Source: an optimization exercise on an open RTL-to-GDS flow (aim: small area and a short achievable clock period). Production flows keep margins and buffers that such runs may drop. Function was checked by simulation only, so behaviour that the tests miss may differ from the original. No activity file was given, so power comes from the tool's default toggle rates.

===== flow/config.mk =====
export PLATFORM = sky130hd
export DESIGN_NAME = present_redundant_ctrl
export DESIGN_NICKNAME = present_redundant_ctrl
export VERILOG_FILES = /design/flow/design.v
export SDC_FILE = /design/flow/constraint.sdc
export NUM_CORES = 4
export LEC_CHECK = 0
export CAP_MARGIN = 20
export CORE_MARGIN = 2
export CORE_UTILIZATION = 40
export SLEW_MARGIN = 20

===== flow/design.v =====
module present_redundant_ctrl (
    input  logic        clk_i,
    input  logic        rst,
    input  logic        start_i,
    input  logic [63:0] data_i,
    input  logic [79:0] key_i,
    output logic        ready_o,
    output logic [63:0] data_o,
    output logic        data_o_valid,
    input  logic        cointoss,
    input  logic        clr_alarm_i,
    output logic        fault_o,
    output logic        alarm_o,
    output logic [7:0]  fault_cnt_o
);
    function automatic logic [3:0] sbox(input logic [3:0] x);
        logic t1, t2, t3, t4, y0, y1, y2, y3;
        t1 = x[1] ^ x[2];
        t2 = x[2] & t1;
        t3 = x[3] ^ t2;
        y3 = x[0] ^ t3;
        t2 = t1 & t3;
        t1 = t1 ^ y3;
        t2 = t2 ^ x[2];
        t4 = x[0] | t2;
        y2 = t1 ^ t4;
        t2 = t2 ^ ~x[0];
        y0 = y2 ^ t2;
        t2 = t2 | t1;
        y1 = t3 ^ t2;
        sbox = {y0, y1, y2, y3};
    endfunction
    logic idle_q, load_q, run_q, chk_ok_q, chk_tmo_q, out_q, fo_q, lock_q;
    logic dsel_q;   
    logic [63:0] sk_q;        
    logic [79:0] key_q;       
    logic [6:0]  tcnt_q;      
    logic [63:0] sl, perm, sk_src;
    logic [79:0] key_rot, next_key, key_d;
    logic        adv;
    for (genvar n = 0; n < 16; n++) begin : g_sbox
        assign sl[4*n +: 4] = sbox(sk_q[4*n +: 4]);
    end
    for (genvar i = 0; i < 64; i++) begin : g_perm
        assign perm[16*(i%4) + i/4] = sl[i];
    end
    assign key_rot  = {key_q[18:0], key_q[79:19]};
    assign next_key = {sbox(key_rot[79:76]), key_rot[75:20], key_rot[19:15] ^ tcnt_q[4:0],
                       key_rot[14:0]};
    assign key_d    = dsel_q ? key_i : next_key;
    assign sk_src   = dsel_q ? data_i : perm;
    assign adv = (tcnt_q[6:5] == 2'b00);
    logic [1:0]  cnt_q;
    logic [4:0]  pcnt_q;      
    logic [63:0] result_q;
    logic        pdone, tmo, cnt_hit;
    assign pdone   = &pcnt_q;
    assign tmo     = tcnt_q[6] & tcnt_q[0];        
    assign cnt_hit = fo_q & cnt_q[1];               
    always_ff @(posedge clk_i) begin
        key_q <= key_d;
        if (dsel_q || adv) sk_q <= sk_src ^ key_d[79:16];
        tcnt_q <= dsel_q ? 7'd1 : tcnt_q + 7'd1;
        if (!run_q)                 pcnt_q <= 5'd0;
        else if (!cointoss && !pdone) pcnt_q <= pcnt_q + 5'd1;
    end
    always_ff @(posedge clk_i or negedge rst) begin
        if (!rst) begin
            idle_q    <= 1'b1;
            dsel_q    <= 1'b1;
            load_q    <= 1'b0;
            run_q     <= 1'b0;
            chk_ok_q  <= 1'b0;
            chk_tmo_q <= 1'b0;
            out_q     <= 1'b0;
            fo_q      <= 1'b0;
            lock_q    <= 1'b0;
            cnt_q     <= 2'd0;
            result_q  <= '0;
        end else begin
            idle_q    <= (idle_q & ~start_i) | (out_q & ~cnt_hit) | (lock_q & clr_alarm_i);
            load_q    <= idle_q & start_i;
            dsel_q    <= ~((idle_q & start_i) | load_q | (run_q & ~pdone & ~tmo));
            run_q     <= load_q | (run_q & ~pdone & ~tmo);
            chk_ok_q  <= run_q & pdone;
            chk_tmo_q <= run_q & ~pdone & tmo;
            out_q     <= chk_ok_q | chk_tmo_q;
            fo_q      <= chk_tmo_q;
            lock_q    <= (out_q & cnt_hit) | (lock_q & ~clr_alarm_i);
            if (out_q & fo_q)             cnt_q <= cnt_q + 2'd1;
            else if (lock_q & clr_alarm_i) cnt_q <= 2'd0;
            if (chk_ok_q)       result_q <= sk_q;
            else if (chk_tmo_q) result_q <= '0;
        end
    end
    assign data_o       = result_q;
    assign data_o_valid = out_q;
    assign ready_o      = idle_q;
    assign fault_o      = fo_q;
    assign alarm_o      = lock_q;
    assign fault_cnt_o  = {6'd0, cnt_q};
endmodule

===== flow/run.sh =====
#!/bin/bash
# synth_recipe.tcl (not shown) runs the flow's synth.tcl, then flattens the netlist and writes it again
# the make line also repeats each setting of config.mk as NAME=value (left out here)
make -C /OpenROAD-flow-scripts/flow DESIGN_CONFIG=/design/flow/config.mk WORK_HOME=/design/flow/orfs CLKGATE_MAP_FILE= SYNTH_SCRIPT=/design/flow/synth_recipe.tcl finish

===== flow/constraint.sdc =====
create_clock -name core_clock -period 4.0 [get_ports {clk_i}]
set_input_delay 0.8000 -clock core_clock [delete_from_list [all_inputs] [get_ports {clk_i}]]
set_output_delay 0.8000 -clock core_clock [all_outputs]
set_load 0.01 [all_outputs]

==> results of run 1 <==
[synth_stat cells (all sizes together) (6+ instances only)]
master / instances / area, sq um
xnor2: 126 / 1216
dfxtp: 92 / 1842
mux2: 83 / 934.7
dfrtp: 73 / 1827
mux2i: 67 / 670.6
a22o: 64 / 561.8
edfxtp: 64 / 1922
inv: 38 / 142.6
ha: 37 / 462.9
nand2: 37 / 138.9
o21ai: 33 / 168.9
xor2: 32 / 280.3
buf: 28 / 150.1
xor3: 14 / 332.8
clkbuf: 12 / 45.04
nor2: 9 / 33.78
xnor3: 8 / 181.4
nand3: 6 / 30.03
[placed cells by master, fill, tap and decap left out, types with 14 or more instances in the layout]
cell,count
ha_1,37
inv_1,38
clkbuf_16,28
a22o_1,63
dfrtp_1,72
clkdlybuf4s50_1,217
xnor2_1,111
xor3_1,14
edfxtp_1,64
o21ai_0,28
dfxtp_1,92
mux2i_1,67
xor2_1,32
xnor2_2,15
mux2_2,83
nand2_1,37
[cell families (layout without fill, tap and decap cells)]
| kind of cell | count (synthesis) | count (layout) | synth area share (%) |
|---|---|---|---|
| AO/OA/AOI/OAI | 101 | 101 | 6.862 |
| adder cells (fa/ha/maj) | 37 | 37 | 4.169 |
| AND/OR/NAND/NOR | 64 | 64 | 2.513 |
| buffers and inverters | 78 | 311 | 3.042 |
| XOR/XNOR | 180 | 180 | 18.11 |
| multiplexers | 150 | 150 | 14.46 |
| other | 1 | 6 | 0.03377 |
| flip-flops | 231 | 231 | 50.82 |
[through the flow]
| step | instance area [sq um] | hold slack [ps] |
|---|---|---|
| after detailed placement | 13670 | 417.2 |
| final | 14530 | 334.7 |
| after global placement | 13670 | 416.9 |
| after CTS | 14530 | 362.9 |
| after floorplan | 11120 | 354.6 |
| after global routing | 14530 | 374.9 |
[worst reg2reg max path, stage by stage, from the launching register on]
cell and delay (ps):
edfxtp_1 440, ha_1 390, mux2i_1 200, ha_1 170, xnor3_2 270, xnor3_1 390, o21ai_2 170, xor2_1 80
[power by group through the flow]
stage,combinational [W],sequential [W],clock (W)
6_report,0.00891,0.00443,0.00234
5_1_grt,0.00972,0.00451,0.00249
4_1_cts,0.00900,0.00444,0.00239
3_5_place_dp,0.00893,0.00448,0
3_3_place_gp,0.00883,0.00448,0
2_1_floorplan,0.00700,0.00420,0
[registers in the layout, summed over array words and instances (netlist names), 2 cells and up]
register and cells:
key_q 80, result_q 64, pcnt_q 5, cnt_q 2, sk_q 64, tcnt_q 7
[area by class of cell]
| cell class | count | area (sq um) | share of cell area (%) |
|---|---|---|---|
| clock buffers | 41 | 819.5 | 5.640 |
| clock inverters | 7 | 36.28 | 0.2497 |
| inverters | 38 | 142.6 | 0.9817 |
| multi-input cells | 538 | 5161 | 35.52 |
| flip-flops and latches | 231 | 5648 | 38.87 |
| well taps | 372 | 465.4 | 3.203 |
| repair buffers | 225 | 2257 | 15.53 |
[per-layer routing]
layer	GRT usage [%]	vias up	wire length, microns
met5	0	-	0
li1	-	3377	-
met1	30.39	3428	14490
met4	6.466	0	866
met2	34.59	254	14150
met3	3.030	44	1735
[worst max-delay path by stage]
| stage | start | endpoint | slack, ps | cells past startpoint |
|---|---|---|---|---|
| after floorplan | tcnt_q[5] | sk_q[0] | 190 | 1 |
| after global placement | sk_q[50] | sk_q[60] | 1640 | 7 |
| after detailed placement | sk_q[50] | sk_q[60] | 1610 | 7 |
| after CTS | idle_q | ready_o | 1590 | 1 |
| after global routing | key_q[16] | sk_q[61] | 1480 | 8 |
| final | idle_q | ready_o | 1620 | 1 |
==> summary.txt, run 1 <==
status finished clean; io pins 225; Die Wd 170.6 microns; Core Util, Final 53.62%; post-route setup TNS 0 ps; Vert. Die Dim 170.6 microns; P_int 0.009994 W; NetSw 0.005682 W; final setup margin 1619 ps; max-cap violations 0; Power Total 0.01568 W; Fin. Hold Viols 0; Slowest Stage Delay on Critical Path 540 ps; Vias 7103; Worst EP required 3200 ps; Reg-to-Reg Start sk_q[50]; Slew @ Worst Pin 819.9 ps; Sw Ratio 36.25%; worst min-delay path category primary input to async pin; Worst EP arrival 1580 ps; Clock Skew 7.627 ps; hpwl dp 23560 microns; Overflow after GRT 0; Max IR drop VDD 0.5314 mV; Synth Cell Area 11100 sq um; htree depth 1; RR Endpoint sk_q[60]; placed cell count 1404; fin crit share 59.53%; cts bufs inserted 26; Sinks on Clock Net 231; Reg2Reg Depth 7; Root Buffer clkbuf_16; pwr dens 1079 nW/um^2; CTS Buffer Depth 3; largest net degree at the start of global routing 82; global-route wire length before repair 45890 microns; cts-stage hold buffer count 0; port buffer count 218; WP buf/inv 1; nets 1246; total core area 27100 sq um; number of global-route vias before repair 7406; Slew Limit Fails 0; RePlAce Congestion 0.8393; worst-skew pair later-pin latency 520 ps; Clock transition at path regs 60 ps; site row count 60; DRC violations left 0; Non-Filler Instances 1452; CTS tree yes; antenna violations before repair 2; Worst Setup End Kind output port; EDFF count, synth 64; flops & latches, synth 231; crit path max fanout 3; RSZ-0062 raised after global routing no; Critical Path Start Type flop; layout cell share with drive strength beyond 1 14.44%; critical path type flop to output port; clock network power share 14.9%; logic gate share of total power 56.8%; GRT Overall Usage 21.57%; Syn Area/Cell 13.19 sq um; post-synthesis sequential area ratio 50.82%; Final min period 2381 ps; worst slack at placement 1611 ps; Wirelength per Cell 21.52 microns; post_cts resized 0; FILL cells 2362; Avg Vias per Cell 4.892; Detailed Route WL 31240 microns; Cell Chain, Critical Path clkdlybuf4s50_1; die area 29110 sq um; CP max stage cell dfstp_2; DRT antenna net count 0; CP delay by family, top flip-flops; Synth warnings 1; Finish-stage setup viols 0; r2r setup slk 1630 ps; max_slew headroom 45.34%; DRT iter0 DRCs 424; fmax 0.4199 GHz; Distinct cells, synth 36; Area Growth Syn to Fin 30.85%; Starting Density 40.97%; Post-CTS Setup Bufs 0; Async S/R FF share, synth 32.47%; Leak Pwr 6.024 nW; ANT cells 0; part of the power in registers 28.2%; Main synth FF type dfxtp_1; Cells after Synth 842; TritonRoute pass-1 iters 5
==> run 2: changes to the inputs <==
--- a/flow/config.mk
+++ b/flow/config.mk
@@ -9,3 +9,4 @@
 export CORE_MARGIN = 2
 export CORE_UTILIZATION = 40
+export SETUP_SLACK_MARGIN = 2.5
 export SLEW_MARGIN = 20
==> run 2 against run 1 <==
Count of clock-buffer cells in the layout increased by 2. Worst setup slack improved by 240 ps. Synthesized cell count unchanged. Maximum frequency increased by 11%. Highest routed layer is now met5. Largest power group unchanged. Still clean on timing, DRC and antenna.
==> summary.txt, run 2 <==
status finished clean; cts-stage hold buffer count 0; Slew Limit Fails 0; RSZ-0062 raised after global routing yes; post-synthesis sequential area ratio 50.82%; Area Growth Syn to Fin 56.65%; post-route setup TNS 0 ps; site row count 60; DRT antenna net count 0; nets 1421; sequential cell area 5653 sq um; GRT Overall Usage 24.83%; layer with the highest usage met2; io pins 225; critical path type flop to flop; crit path max fanout 2; cts bufs inserted 26; largest net degree at the start of global routing 65; hpwl dp 24360 microns; max_slew headroom 49.96%; met2 Track Usage GR 40.01%; placed cell count 1405; Largest Register key_q; worst min-delay path category primary input to async pin; max-cap violations 0; CTS tree yes; layout cell share with drive strength beyond 1 40.80%; Slew @ Worst Pin 750.6 ps; top cells by count, synth 111 x xnor2_1, 92 x dfxtp_1, 83 x mux2_2; total core area 27100 sq um; Worst EP required 4290 ps; Synth warnings 1; fmax 0.4677 GHz; Synth area leaders edfxtp_1 17%, dfxtp_1 17%, dfrtp_1 16%; Synth Area in Adders 4.169%; commonest non-fill, non-tap cell in the layout clkdlybuf4s50_1; Sw Ratio 35.88%; TritonRoute pass-1 iters 6; area leader, netlist edfxtp_1; FILL cells 2069; met1 GRT Util 34.09%; Finish-stage setup viols 0; cell with the most instances after synthesis xnor2_1; Overflow after GRT 0; Clock Skew 10.12 ps; DRC violations left 0; most frequent cells in the layout 147 x clkdlybuf4s50_1, 113 x buf_4, 90 x xnor2_1; Vias 8113; Worst Setup End Kind flop; NetSw 0.006871 W; flops & latches, synth 231; Power Total 0.01915 W; Fin. Hold Viols 0; Cells after Synth 842; htree depth 1; worst-skew pair later-pin latency 540 ps; worst slack at placement 1726 ps; Die Wd 170.6 microns; Critical Path Start Type flop; Regs by FF count key_q (80), result_q (64), sk_q (64); part of the power in registers 24.3%; RePlAce Congestion 0.8002; Simple-Gate Fraction of Synth Area 2.513%; multi-input logic area 6217 sq um; Yosys top cell area share 17.31%; Clock transition at path regs 60 ps; post-synthesis mux area share 14.46%; P_int 0.01228 W; grt met3 use 4.765%; Final min period 2138 ps; clock network power share 13.1%; number of global-route vias before repair 8253; port buffer count 218; logic gate share of total power 62.7%; final setup margin 1862 ps; Vert. Die Dim 170.6 microns; Max IR drop VDD 0.5917 mV; largest family of logic cells by synthesized area XOR/XNOR gates; Starting Density 40.97%; Leak Pwr 7.728 nW; Async S/R FF share, synth 32.47%; antenna violations before repair 5; Synth Cell Area 11100 sq um; complex-gate fraction of the synthesized area 6.862%; Avg Vias per Cell 4.980; Largest register FFs 80; Sinks on Clock Net 231; Detailed Route WL 37240 microns; CTS Buffer Depth 3; die area 29110 sq um; EDFF count, synth 64; Root Buffer clkbuf_16; Distinct cells, synth 36; Non-Filler Instances 1629; Wirelength per Cell 22.86 microns; DRT iter0 DRCs 547; fin crit share 53.45%; XOR/XNOR Fraction of Synth Area 18.11%; Worst EP arrival 2420 ps; global-route wire length before repair 52380 microns; pwr dens 1101 nW/um^2; Syn Area/Cell 13.19 sq um; Main synth FF type dfxtp_1; r2r setup slk 1860 ps
## run 2: layout make-up
cell class,instances,area share (%)
tap,372,2.676
clock inverter,5,0.3165
antenna,2,0.02877
clock buffer,43,4.877
multi-input combinational,539,35.74
inverter,38,0.8200
sequential,231,32.50
timing repair buffer,399,23.05
## run 2: power by group through the flow
stage,clock network (W),registers [W],logic (W)
2_1_floorplan,0,0.00424,0.00740
3_3_place_gp,0,0.00465,0.00926
3_5_place_dp,0,0.00463,0.00934
4_1_cts,0.00252,0.00459,0.0111
5_1_grt,0.00261,0.00470,0.0128
6_report,0.00250,0.00465,0.0120
## run 2: worst paths after layout
path                                start           end  cells past startpoint
worst max-delay path             sk_q[42]      sk_q[42]                      6
worst min-delay path                  rst  result_q[35]                      1
worst max register to register   sk_q[42]      sk_q[42]                      6
worst min register to register  tcnt_q[0]     tcnt_q[0]                      1
max in group asynchronous             rst  result_q[50]                      2
min in group core_clock         tcnt_q[0]     tcnt_q[0]                      1
## run 2: what timing repair did
action / in CTS / in global routing
cloned: 19 / 3
pin swaps: 29 / 24
resized for setup: 435 / 106
endpoints found under the hold margin: 0 / 0
endpoints found under the setup margin: 321 / 259
setup buffers: 109 / 43
## run 2: kinds of logic (layout without fill, tap and decap cells)
logic type                 Yosys count  count (layout)
and+or+nand+nor                     64              65
DFF                                231             231
other                                1               8
buffers and inverters               78             485
muxes                              150             150
adders and majority gates           37              37
AOI/OAI and AO/OA                  101             101
xor gates and xnor gates           180             180
## run 2: through the flow
step	utilization [%]	cell area [sq um]	hold WS [ps]
floorplan	-	11470	354.6
global placement	51.55	13970	417.6
detailed placement	51.55	13970	429.1
CTS	60.81	16480	321.4
global route	64.17	17390	338.2
finish	64.19	17400	297.0
## run 2: worst max-delay path, stage by stage (launching register included)
cell	delay, ps
edfxtp_1	460
ha_4	330
mux2i_2	200
ha_1	300
mux2_4	320
mux2i_2	190
xnor2_1	90
## run 2: per-layer routing
layer	vias to the layer above	routed length, microns	part of all wire (%)
li1	3746	-	-
met1	4030	16420	44
met2	266	17390	47
met3	67	2292	6.2
met4	4	1113	3.0
met5	-	23	0.062
==> run 3: changes to the inputs <==
==> flow/flow/run.sh (new file) <==
#!/bin/bash
export BUFFER_PORTS_ARGS="-buffer_cell sky130_fd_sc_hd__buf_2"
cp standard.sh standard_copy.txt 2>/dev/null
bash standard.sh > standard.log 2>&1
exit $?
==> flow/standard.sh (new file) <==
#!/bin/bash
# synth_recipe.tcl (not shown) runs the flow's synth.tcl, then flattens the netlist and writes it again
# the make line also repeats each setting of config.mk as NAME=value (left out here)
make -C /OpenROAD-flow-scripts/flow DESIGN_CONFIG=/design/flow/config.mk WORK_HOME=/design/flow/orfs CLKGATE_MAP_FILE= SYNTH_SCRIPT=/design/flow/synth_recipe.tcl "${@:-finish}"
--- a/flow/config.mk
+++ b/flow/config.mk
@@ -9,4 +9,3 @@
 export CORE_MARGIN = 2
 export CORE_UTILIZATION = 40
-export SETUP_SLACK_MARGIN = 2.5
 export SLEW_MARGIN = 20
removed: flow/run.sh
==> run 3 against run 2 <==
Non-clock buffer count shrank 173. Worst setup slack got worse by 370 ps. Core utilization down 14 points. Synthesized area unchanged. Clock power is 2% lower. Sequential cell count is the same. Register-to-register slack worse by 370 ps. Largest cell class is now registers.
==> summary.txt, run 3 <==
most frequent cells in the layout 217 x buf_2, 111 x xnor2_1, 92 x dfxtp_1; flops & latches, synth 231; pwr dens 1161 nW/um^2; Starting Density 40.97%; Synth warnings 1; GRT Overall Usage 20.75%; FILL cells 2436; Slew @ Worst Pin 842.6 ps; DRT iter0 DRCs 335; Non-Filler Instances 1454; Cell Chain, Critical Path buf_4, o21ai_0, xor2_1; Detailed Route WL 30200 microns; post-synthesis sequential area ratio 50.82%; CP delay by family, top flip-flops; post_cts resized 0; max_slew headroom 43.82%; area leader, netlist edfxtp_1; RePlAce Congestion 0.8263; Overflow after GRT 0; DRT antenna net count 0; number of global-route vias before repair 7205; Main synth FF type dfxtp_1; worst min-delay path category primary input to async pin; CTS tree yes; Clock transition at path regs 60 ps; fin area 13520 sq um; Vias 7077; Yosys top cell area share 17.31%; Worst Setup End Kind flop; Final min period 2507 ps; Leak Pwr 6.223 nW; Finish-stage setup viols 0; worst slack at placement 1527 ps; Fin. Hold Viols 0; htree depth 1; top cells by count, synth 111 x xnor2_1, 92 x dfxtp_1, 83 x mux2_2; nets 1247; DRC violations left 0; status finished clean; Wirelength per Cell 20.77 microns; hpwl dp 23010 microns; Distinct cells, synth 36; placed cell area 12580 sq um; site row count 60; Synth area leaders edfxtp_1 17%, dfxtp_1 17%, dfrtp_1 16%; Avg Vias per Cell 4.867; critical path type flop to flop; Clock Skew 14.93 ps; global-route wire length before repair 44360 microns; Worst EP required 4240 ps; Syn Area/Cell 13.19 sq um; port buffer count 218; Slew Limit Fails 0; Die Wd 170.6 microns; layout cell share with drive strength beyond 1 34.78%; Post-CTS Setup Bufs 0; Slowest Stage Delay on Critical Path 890 ps; Cells after Synth 842; RSZ-0062 raised after global routing no; antenna violations before repair 0; Regs by FF count key_q (80), result_q (64), sk_q (64); cts-stage hold buffer count 0; WP buf/inv 1; Largest Register key_q; cts bufs inserted 26; worst-skew pair later-pin latency 520 ps; Largest register FFs 80; Max IR drop VDD 0.4793 mV; final setup margin 1493 ps; Sinks on Clock Net 231; Async S/R FF share, synth 32.47%; Worst EP arrival 2750 ps; commonest non-fill, non-tap cell in the layout buf_2; Area Growth Syn to Fin 21.75%; io pins 225; max-cap violations 0; die area 29110 sq um; crit path max fanout 44; Root Buffer clkbuf_16; placed cell count 1404; CTS Buffer Depth 3; fin crit share 62.67%; EDFF count, synth 64; cell with the most instances after synthesis xnor2_1; total core area 27100 sq um; TritonRoute pass-1 iters 4; Critical Path Start Type flop; Vert. Die Dim 170.6 microns; post-route setup TNS 0 ps; CP max stage cell dfstp_4; largest net degree at the start of global routing 108; fmax 0.3989 GHz; Synth Cell Area 11100 sq um
-- run 3: area by class of cell --
| type | count | area (sq um) | share of cell area, % |
|---|---|---|---|
| diodes | 1 | 2.502 | 0.01851 |
| clock buffers | 42 | 877.1 | 6.488 |
| clock inverters | 6 | 36.28 | 0.2684 |
| inverters | 38 | 142.6 | 1.055 |
| multi-input cells | 538 | 5161 | 38.18 |
| flip-flops and latches | 231 | 5648 | 41.78 |
| well taps | 372 | 465.4 | 3.443 |
| repair buffers | 226 | 1186 | 8.774 |
-- run 3: final timing paths --
kind / cells after the start / endpoint / slack [ps] / startpoint
worst max register to register: 3 / sk_q[0] / 1490 / dsel_q
max in group asynchronous: 2 / result_q[10] / 2830 / rst
min in group core_clock: 0 / fo_q / 430 / chk_tmo_q
worst min-delay path: 1 / result_q[38] / 370 / rst
worst min register to register: 0 / fo_q / 430 / chk_tmo_q
worst max-delay path: 3 / sk_q[0] / 1490 / dsel_q
-- run 3: logic make-up (layout without fill, tap and decap cells) --
| family | Yosys count | count (layout) | synth area share (%) |
|---|---|---|---|
| AOI/OAI and AO/OA | 101 | 101 | 6.862 |
| buffers and inverters | 78 | 312 | 3.042 |
| DFF | 231 | 231 | 50.82 |
| adders and majority gates | 37 | 37 | 4.169 |
| xor gates and xnor gates | 180 | 180 | 18.11 |
| other | 1 | 7 | 0.03377 |
| muxes | 150 | 150 | 14.46 |
| and+or+nand+nor | 64 | 64 | 2.513 |
-- run 3: metrics by stage --
step	utilization, %	hold slack [ps]	power (W)
after floorplan	-	354.6	0.01120
after global placement	46.40	423.0	0.01318
after detailed placement	46.40	420.5	0.01329
after CTS	49.77	395.6	0.01581
after global routing	49.88	425.2	0.01672
final	49.88	366.6	0.01569
-- run 3: routing by layer --
metal / GRT usage (%) / up-vias / routed length (microns)
li1: - / 3391 / -
met1: 29.78 / 3429 / 13950
met2: 33.64 / 223 / 14050
met3: 3.192 / 34 / 1771
met4: 3.642 / 0 / 431
met5: 0 / - / 0
-- run 3: power by group --
part           total [W]  internal, W  switching, W
Clock            0.00246      0.00150      0.000958
Combinational    0.00877      0.00470       0.00407
Sequential       0.00446      0.00382      0.000642
==> run 4: changes to the inputs <==
--- a/flow/config.mk
+++ b/flow/config.mk
@@ -9,3 +9,5 @@
 export CORE_MARGIN = 2
 export CORE_UTILIZATION = 40
+export CTS_CLUSTER_DIAMETER = 60
+export CTS_CLUSTER_SIZE = 30
 export SLEW_MARGIN = 20
==> run 4 against run 3 <==
Still clean. Worst setup slack lost 4.1 ps. First-iteration DRC count up 27%. Clock skew increased by 0.59 ps. Routed wire length hardly changed. Synthesized cell count unchanged. Critical path type unchanged. Largest cell class unchanged. Largest power group unchanged.
==> summary.txt, run 4 <==
critical path type flop to flop; RePlAce Congestion 0.8263; Synth warnings 1; pwr dens 1158 nW/um^2; Critical Path Start Type flop; Sinks on Clock Net 231; Wirelength per Cell 20.91 microns; Slowest Stage Delay on Critical Path 900 ps; global-route wire length before repair 44220 microns; cell with the most instances after synthesis xnor2_1; Clock transition at path regs 80 ps; WP buf/inv 1; Area Growth Syn to Fin 20.53%; Slew @ Worst Pin 830.0 ps; Main synth FF type dfxtp_1; multi-input logic area 5161 sq um; status finished clean; Avg Vias per Cell 4.868; die area 29110 sq um; Yosys top cell area share 17.31%; logic gate share of total power 56.6%; fmax 0.3982 GHz; crit path max fanout 44; Leak Pwr 6.149 nW; ANT cells 0; post-route setup TNS 0 ps; fin area 13380 sq um; CTS tree yes; CTS Buffer Depth 3; htree depth 1; port buffer count 218; Cell Chain, Critical Path buf_4, o21ai_0, xor2_1; post_cts resized 0; Largest register FFs 80; commonest non-fill, non-tap cell in the layout buf_2; Max IR drop VDD 0.4531 mV; clock network power share 14.6%; Largest Register key_q; Fin. Hold Viols 0; part of the power in registers 28.7%; Worst EP required 4230 ps; fin crit share 62.78%; DRT antenna net count 0; Starting Density 40.97%; Core Util, Final 49.39%; number of global-route vias before repair 7159; io pins 225; site row count 60; Distinct cells, synth 36; r2r setup slk 1490 ps; Non-Filler Instances 1445; Detailed Route WL 30220 microns; Regs by FF count key_q (80), result_q (64), sk_q (64); Final min period 2511 ps; area leader, netlist edfxtp_1; Post-CTS Setup Bufs 0; worst min-delay path category primary input to async pin; Vias 7034; layout cell share with drive strength beyond 1 34.67%; DRC violations left 0; FILL cells 2438; antenna violations before repair 0; EDFF count, synth 64; NetSw 0.005785 W; post-synthesis sequential area ratio 50.82%; GRT Overall Usage 20.77%; DRT iter0 DRCs 427; Worst EP arrival 2740 ps; P_int 0.009709 W; Async S/R FF share, synth 32.47%; CP max stage cell dfstp_4; Finish-stage setup viols 0; RSZ-0062 raised after global routing no; flops & latches, synth 231; Vert. Die Dim 170.6 microns; hpwl dp 23010 microns; Overflow after GRT 0; Sw Ratio 37.34%; Clock Skew 15.51 ps; cts bufs inserted 22; Slew Limit Fails 0; Cells after Synth 842; total core area 27100 sq um; Synth Cell Area 11100 sq um; placed cell area 12580 sq um; CP delay by family, top flip-flops; placed cell count 1404; nets 1243; largest net degree at the start of global routing 108; Synth area leaders edfxtp_1 17%, dfxtp_1 17%, dfrtp_1 16%; TritonRoute pass-1 iters 5; max_slew headroom 44.08%; Syn Area/Cell 13.19 sq um; cts-stage hold buffer count 0; Die Wd 170.6 microns; Worst Setup End Kind flop; most frequent cells in the layout 217 x buf_2, 111 x xnor2_1, 92 x dfxtp_1; worst-skew pair later-pin latency 520 ps; top cells by count, synth 111 x xnor2_1, 92 x dfxtp_1, 83 x mux2_2; sequential cell area 5648 sq um; max-cap violations 0; Root Buffer clkbuf_16
==> run 4: cell counts after synthesis <==
Identical to the previous run, type by type.
==> run 4: power groups by stage <==
| stage | Sequential [W] | Combinational [W] | Clock, W |
|---|---|---|---|
| 4_1_cts | 0.00446 | 0.00884 | 0.00230 |
| 5_1_grt | 0.00453 | 0.00960 | 0.00240 |
| 3_5_place_dp | 0.00451 | 0.00878 | 0 |
| 2_1_floorplan | 0.00420 | 0.00700 | 0 |
| 6_report | 0.00445 | 0.00878 | 0.00226 |
| 3_3_place_gp | 0.00451 | 0.00867 | 0 |
==> run 4: path summary, 6_finish.rpt <==
| path | startpoint | endpoint | depth (start not counted) |
|---|---|---|---|
| worst max-delay path | dsel_q | sk_q[0] | 3 |
| worst min-delay path | rst | result_q[38] | 1 |
| worst max register to register | dsel_q | sk_q[0] | 3 |
| worst min register to register | chk_tmo_q | fo_q | 0 |
| max in group asynchronous | rst | result_q[1] | 2 |
| min in group core_clock | chk_tmo_q | fo_q | 0 |
==> run 4: cells by family after synthesis <==
logic type	count (synthesis)	share of synthesized area (%)
buffers and inverters	78	3.042
AOI/OAI and AO/OA	101	6.862
muxes	150	14.46
DFF	231	50.82
adders and majority gates	37	4.169
xor gates and xnor gates	180	18.11
other	1	0.03377
and+or+nand+nor	64	2.513
==> run 4: through the flow <==
stage / hold slack [ps] / worst slack [ps] / power [W]
after floorplan: 354.6 / 188.0 / 0.01120
after CTS: 396.3 / 1528 / 0.01561
final: 354.3 / 1489 / 0.01549
after global routing: 418.1 / 1396 / 0.01653
after detailed placement: 420.5 / 1527 / 0.01329
after global placement: 423.0 / 1563 / 0.01318
==> run 4: layout make-up <==
type                    count  share of cell area [%]
clock buffers              24                   4.328
flip-flops and latches    231                   42.20
multi-input cells         538                   38.56
inverters                  38                   1.066
repair buffers            226                   8.862
clock inverters            16                   1.505
well taps                 372                   3.478
==> run 4: routing by layer <==
metal / track usage, % / vias up / share of wire (%)
li1: - / 3379 / -
met5: 0 / - / 0
met2: 33.39 / 218 / 47
met1: 30.13 / 3414 / 47
met4: 3.753 / 0 / 1.4
met3: 2.984 / 23 / 5.1
==> run 4: worst reg2reg max path: stages, from the launching register on <==
cell	delay (ps)
dfstp_4	900
buf_4	580
o21ai_0	470
xor2_1	280
==> run 5: changes to the inputs <==
--- a/flow/config.mk
+++ b/flow/config.mk
@@ -9,5 +9,4 @@
 export CORE_MARGIN = 2
 export CORE_UTILIZATION = 40
-export CTS_CLUSTER_DIAMETER = 60
-export CTS_CLUSTER_SIZE = 30
+export SETUP_SLACK_MARGIN = 2.3
 export SLEW_MARGIN = 20
==> run 5 against run 4 <==
Count of clock-buffer cells in the layout increased by 12. Core utilization increased by 8.0 points. Total power increased by 16%. Sequential share of layout area decreased by 5.9 points. First-iteration DRC count increased by 33%. Register-to-register slack improved by 340 ps. Clock skew decreased by 5.6 ps. Sequential cell count unchanged. Critical path type unchanged. Critical endpoint is now sk_q[31]. Largest cell class is now multi-input combinational cells.
==> summary.txt, run 5 <==
GRT Overall Usage 23.91%; post-route setup TNS 0 ps; Cells after Synth 842; Fin. Hold Viols 0; crit path max fanout 2; Power Total 0.01805 W; total core area 27100 sq um; cell with the most instances after synthesis xnor2_1; Synth Cell Area 11100 sq um; max-cap violations 0; Slowest Stage Delay on Critical Path 450 ps; DR WL met3 2401 microns; met1 wire length 15920 microns; htree depth 1; fin crit share 54.27%; antenna violations before repair 0; status finished clean; Overflow after GRT 0; Critical Path Start Type flop; EDFF count, synth 64; port buffer count 218; DRC violations left 0; cts-stage hold buffer count 0; CTS Buffer Depth 3; Reg-to-Reg Start sk_q[62]; Cell Chain, Critical Path ha_4, mux2i_1, ha_1, xnor3_1, xnor2_1, o21ai_2, xor2_1; Non-Filler Instances 1586; cts bufs inserted 26; number of global-route vias before repair 7740; Final min period 2171 ps; met2 wire len 16400 microns; RePlAce Congestion 0.8260; ANT cells 0; critical path type flop to flop; Starting Density 40.97%; DRT iter0 DRCs 569; max_slew headroom 36.40%; Finish-stage setup viols 0; worst-skew pair later-pin latency 530 ps; FILL cells 2307; most frequent cells in the layout 205 x buf_2, 113 x buf_4, 90 x dfxtp_1; layout cell share with drive strength beyond 1 49.01%; Root Buffer clkbuf_16; commonest non-fill, non-tap cell in the layout buf_2; RR Endpoint sk_q[31]; flops & latches, synth 231; Die Wd 170.6 microns; DRT antenna net count 0; TritonRoute pass-1 iters 6; Worst Setup End Kind flop; die area 29110 sq um; Synth area leaders edfxtp_1 17%, dfxtp_1 17%, dfrtp_1 16%; final setup margin 1829 ps; Vert. Die Dim 170.6 microns; worst min-delay path category primary input to async pin; Async S/R FF share, synth 32.47%; Max IR drop VDD 0.5467 mV; Vias 7885; Area Growth Syn to Fin 40.17%; CP max stage cell edfxtp_1; Main synth FF type dfxtp_1; fmax 0.4607 GHz; largest net degree at the start of global routing 66; pwr dens 1159 nW/um^2; global-route wire length before repair 49990 microns; Worst EP required 4260 ps; Regs by FF count key_q (80), result_q (64), sk_q (64); site row count 60; Worst EP arrival 2430 ps; io pins 225; DR top layer met4; Wirelength per Cell 22.62 microns; Sinks on Clock Net 231; r2r setup slk 1830 ps; Yosys top cell area share 17.31%; RSZ-0062 raised after global routing yes; Leak Pwr 7.169 nW; Largest Register key_q; Clock transition at path regs 60 ps; worst slack at placement 1697 ps; Reg2Reg Depth 7; Syn Area/Cell 13.19 sq um; post-synthesis sequential area ratio 50.82%; Avg Vias per Cell 4.972; Slew @ Worst Pin 953.4 ps; Distinct cells, synth 36; CTS tree yes; worst hold slack 296.3 ps; Slew Limit Fails 0; top cells by count, synth 111 x xnor2_1, 92 x dfxtp_1, 83 x mux2_2; placed cell count 1402; Synth warnings 1; Largest register FFs 80; hpwl dp 23270 microns; Clock Skew 9.911 ps; Detailed Route WL 35870 microns; area leader, netlist edfxtp_1; nets 1380
==> run 5: changes by cell type in the layout (fill, tap and decap cells not counted), moves of 12 or more <==
cell	before	now
xnor2_2	15	34
buf_4	7	113
mux2i_2	0	13
mux2i_1	67	52
mux2_4	0	14
o21ai_0	28	15
xnor2_1	111	89
ha_1	37	13
mux2_2	83	69
buf_2	217	205
buf_6	0	16
ha_4	0	18
==> run 5: how the worst max path moves through the flow <==
stage | from | endpoint | slack, ps
after floorplan | sk_q[62] | sk_q[63] | 2000
after global placement | sk_q[53] | sk_q[29] | 1670
after detailed placement | dsel_q | sk_q[29] | 1700
after CTS | sk_q[50] | sk_q[60] | 1840
after global routing | key_q[16] | sk_q[61] | 1770
final | sk_q[62] | sk_q[31] | 1830
==> run 5: where the power goes <==
part           switching (W)  internal, W
sequential          0.000730      0.00382
clock               0.000960      0.00128
combinational        0.00488      0.00637
total                0.00657       0.0115
==> run 5: layout make-up <==
cell class	instances	area (sq um)	area share, %
Tap cell	372	465.4	2.990
Timing Repair Buffer	358	2665	17.12
Sequential cell	231	5650	36.30
Inverter	38	142.6	0.9164
Clock buffer	36	739.5	4.751
Multi-Input combinational cell	539	5844	37.55
Clock inverter	12	57.56	0.3698
==> run 5: cell families after synthesis <==
logic type / synth area share [%]
flops: 50.82
xor+xnor: 18.11
mux: 14.46
compound gates: 6.862
buf+inv: 3.042
simple gates: 2.513
fa+ha+maj: 4.169
other cells: 0.03377
==> run 5: critical path: cells and delay by family, from the launching register on <==
kind            cells  cell delay, ps
compound gates      1             230
mux                 1             200
fa+ha+maj           2             490
flops               1             450
xor+xnor            3             530
==> run 5: what timing repair did <==
item	CTS	global route
gates resized for setup	73	65
endpoints found under the hold margin	0	0
pin swaps	15	23
cloned	14	3
setup buffers	80	39
endpoints found under the setup margin	317	155
==> run 5: layer usage <==
metal | up-vias | GRT usage [%]
met5 | - | 0
met4 | 0 | 7.618
met3 | 53 | 4.788
met2 | 299 | 38.09
met1 | 3879 | 32.77
li1 | 3654 | -
==> run 5: stage by stage <==
step / utilization (%) / area [sq um]
2_1_floorplan: - / 11380
3_3_place_gp: 47.17 / 12780
3_5_place_dp: 47.17 / 12780
4_1_cts: 54.87 / 14870
5_1_grt: 57.43 / 15560
6_report: 57.43 / 15560
==> run 6: changes to the inputs <==
--- a/flow/config.mk
+++ b/flow/config.mk
@@ -9,4 +9,4 @@
 export CORE_MARGIN = 2
 export CORE_UTILIZATION = 40
-export SETUP_SLACK_MARGIN = 2.3
+export SETUP_SLACK_MARGIN = 2.0
 export SLEW_MARGIN = 20
==> run 6 against run 5 <==
Still clean. Die area stayed put. Synthesized cell count stayed put. Core utilization is 4.3 points lower. Cell count is 5.7% lower. Combinational power is 6% lower. Total power is 1.8% lower. Clock skew hardly changed. Register-to-register slack hardly changed. Synthesized area stayed put. Critical path depth stayed put. Maximum frequency is 0.30% higher. Critical path type unchanged.
==> summary.txt, run 6 <==
DRC violations left 0; fin area 14410 sq um; crit path max fanout 2; Die Wd 170.6 microns; flops & latches, synth 231; Detailed Route WL 32110 microns; top cells by count, synth 111 x xnor2_1, 92 x dfxtp_1, 83 x mux2_2; Final min period 2164 ps; die area 29110 sq um; Wirelength per Cell 21.48 microns; Leak Pwr 6.533 nW; area leader, netlist edfxtp_1; Root Buffer clkbuf_16; GRT Overall Usage 21.60%; Critical Path Start Type flop; nets 1289; fin crit share 54.11%; Vert. Die Dim 170.6 microns; CTS tree yes; total core area 27100 sq um; multi-input logic area 5634 sq um; hpwl dp 23550 microns; FILL cells 2350; Worst EP arrival 2430 ps; Largest Register key_q; Syn Area/Cell 13.19 sq um; CTS Buffer Depth 3; CP max stage cell edfxtp_1; Slowest Stage Delay on Critical Path 410 ps; global-route wire length before repair 45870 microns; commonest non-fill, non-tap cell in the layout buf_2; DRT iter0 DRCs 493; htree depth 1; RePlAce Congestion 0.8192; Synth Cell Area 11100 sq um; clock network power share 15.2%; RSZ-0062 raised after global routing yes; Finish-stage setup viols 0; critical path type flop to flop; ANT cells 0; port buffer count 218; pwr dens 1230 nW/um^2; Sinks on Clock Net 231; Largest register FFs 80; Regs by FF count key_q (80), result_q (64), sk_q (64); Slew Limit Fails 0; sequential cell area 5650 sq um; CP most frequent cell mux2i_2; cell with the most instances after synthesis xnor2_1; Sw Ratio 35.54%; number of global-route vias before repair 7358; Max IR drop VDD 0.4614 mV; post-route setup TNS 0 ps; post-synthesis sequential area ratio 50.82%; Synth area leaders edfxtp_1 17%, dfxtp_1 17%, dfrtp_1 16%; site row count 60; Worst EP required 4270 ps; Cells after Synth 842; Synth warnings 1; cts bufs inserted 26; Clock Skew 10.12 ps; P_int 0.01142 W; largest net degree at the start of global routing 65; Main synth FF type dfxtp_1; Yosys top cell area share 17.31%; EDFF count, synth 64; Starting Density 40.97%; max-cap violations 0; NetSw 0.006298 W; Slew @ Worst Pin 887.7 ps; Reg2Reg Depth 7; DRT antenna net count 0; max_slew headroom 40.82%; io pins 225; Cell Chain, Critical Path inv_2, ha_4, mux2i_2, ha_1, mux2_2, mux2i_2, xnor2_2; fmax 0.4620 GHz; Overflow after GRT 0; Distinct cells, synth 36; placed cell area 12640 sq um; status finished clean; Vias 7320; antenna violations before repair 0; Avg Vias per Cell 4.896; Worst Setup End Kind flop; worst min-delay path category primary input to async pin; Area Growth Syn to Fin 29.79%; TritonRoute pass-1 iters 5; cts-stage hold buffer count 0; logic gate share of total power 59.4%; layout cell share with drive strength beyond 1 43.19%; worst-skew pair later-pin latency 530 ps; Async S/R FF share, synth 32.47%; Clock transition at path regs 60 ps; part of the power in registers 25.4%; Fin. Hold Viols 0; most frequent cells in the layout 216 x buf_2, 96 x xnor2_1, 90 x dfxtp_1
-- run 6: cell counts after synthesis --
Identical to the previous run, type by type.
-- run 6: cell families (layout without fill, tap and decap cells) --
logic type | after synthesis | count (layout) | synth area share, %
xor gates and xnor gates | 180 | 180 | 18.11
other | 1 | 6 | 0.03377
and+or+nand+nor | 64 | 65 | 2.513
adders and majority gates | 37 | 37 | 4.169
AOI/OAI and AO/OA | 101 | 101 | 6.862
buffers and inverters | 78 | 353 | 3.042
muxes | 150 | 150 | 14.46
DFF | 231 | 231 | 50.82
-- run 6: repair_timing --
action / 4_1_cts / 5_1_grt
pin swaps: 35 / 23
setup buffers: 31 / 9
setup endpoints to repair: 98 / 56
cloned: 0 / 1
gates resized for setup: 56 / 34
-- run 6: final timing paths --
path                       slack, ps      endpoint      start
max                             1840      sk_q[34]    sk_q[9]
min                              360  result_q[39]        rst
max reg2reg                     1840      sk_q[34]    sk_q[9]
min reg2reg                      460      key_q[2]  key_q[21]
max in group asynchronous       2730        dsel_q        rst
min in group core_clock          460      key_q[2]  key_q[21]
-- run 6: layout make-up --
type                       instances  area share [%]
clock inverter                    19           1.893
timing repair buffer             267           10.78
inverter                          38          0.9897
clock buffer                      29           4.809
tap                              372           3.229
sequential                       231           39.20
multi-input combinational        539           39.09
-- run 6: stage by stage --
step           power, W  setup WS [ps]  hold WS [ps]  instances  util (%)
5_1_grt         0.01873           1761         444.3       1495     53.18
3_3_place_gp    0.01330           1643         420.6       1405     46.52
2_1_floorplan   0.01123           1997         354.6        847         -
3_5_place_dp    0.01338           1758         422.8       1406     46.63
4_1_cts         0.01724           1863         419.3       1485     52.28
6_report        0.01772           1836         362.4       1495     53.18
-- run 6: metal layers --
layer	wire, microns	up-vias	track usage, %
met2	14800	255	34.41
met1	14720	3552	30.94
met5	0	-	0
met4	683	0	5.388
li1	-	3477	-
met3	1910	36	3.192
-- run 6: power by group through the flow --
stage	clock network [W]	registers [W]	logic (W)
after global routing	0.00284	0.00457	0.0113
after floorplan	0	0.00420	0.00703
after detailed placement	0	0.00448	0.00890
final	0.00269	0.00449	0.0105
after CTS	0.00273	0.00447	0.0100
after global placement	0	0.00449	0.00881
-- run 6: critical path, delay by kind of cell, from the launching register on --
| family | cells | cell delay, ps |
|---|---|---|
| XOR/XNOR | 1 | 140 |
| adder cells (fa/ha/maj) | 2 | 550 |
| buffers and inverters | 1 | 90 |
| flip-flops | 1 | 410 |
| multiplexers | 3 | 710 |

-- afterwards: timing with drivers on the ports --
The results above use ideal ports. As a check the final layouts listed here were re-extracted and re-timed, cells and wires unchanged.
Step 1 assumes that a clkbuf_16 drives the clock port and a buf_2 every other input.
Step 2, shift: input delay + t, output delay - t, t = (earliest + latest rising clock arrival at the registers) / 2. This alone moves slack from input paths to output paths.
Slacks: no drivers / after step 1 / after step 2; pairs: no drivers / after step 1.
run | shift t [ns] | setup WS [ns] | pins driven straight from the clock port
run 1 | 0.570 | 1.619 / 1.569 / 1.627 | 1
run 2 | 0.580 | 1.862 / 1.862 / 1.862 | 1
run 3 | 0.567 | 1.493 / 1.493 / 1.493 | 1
run 4 | 0.560 | 1.489 / 1.489 / 1.489 | 1
run 5 | 0.582 | 1.829 / 1.829 / 1.829 | 1
run 6 | 0.575 | 1.836 / 1.836 / 1.836 | 1
After both steps every run listed still meets setup and hold.
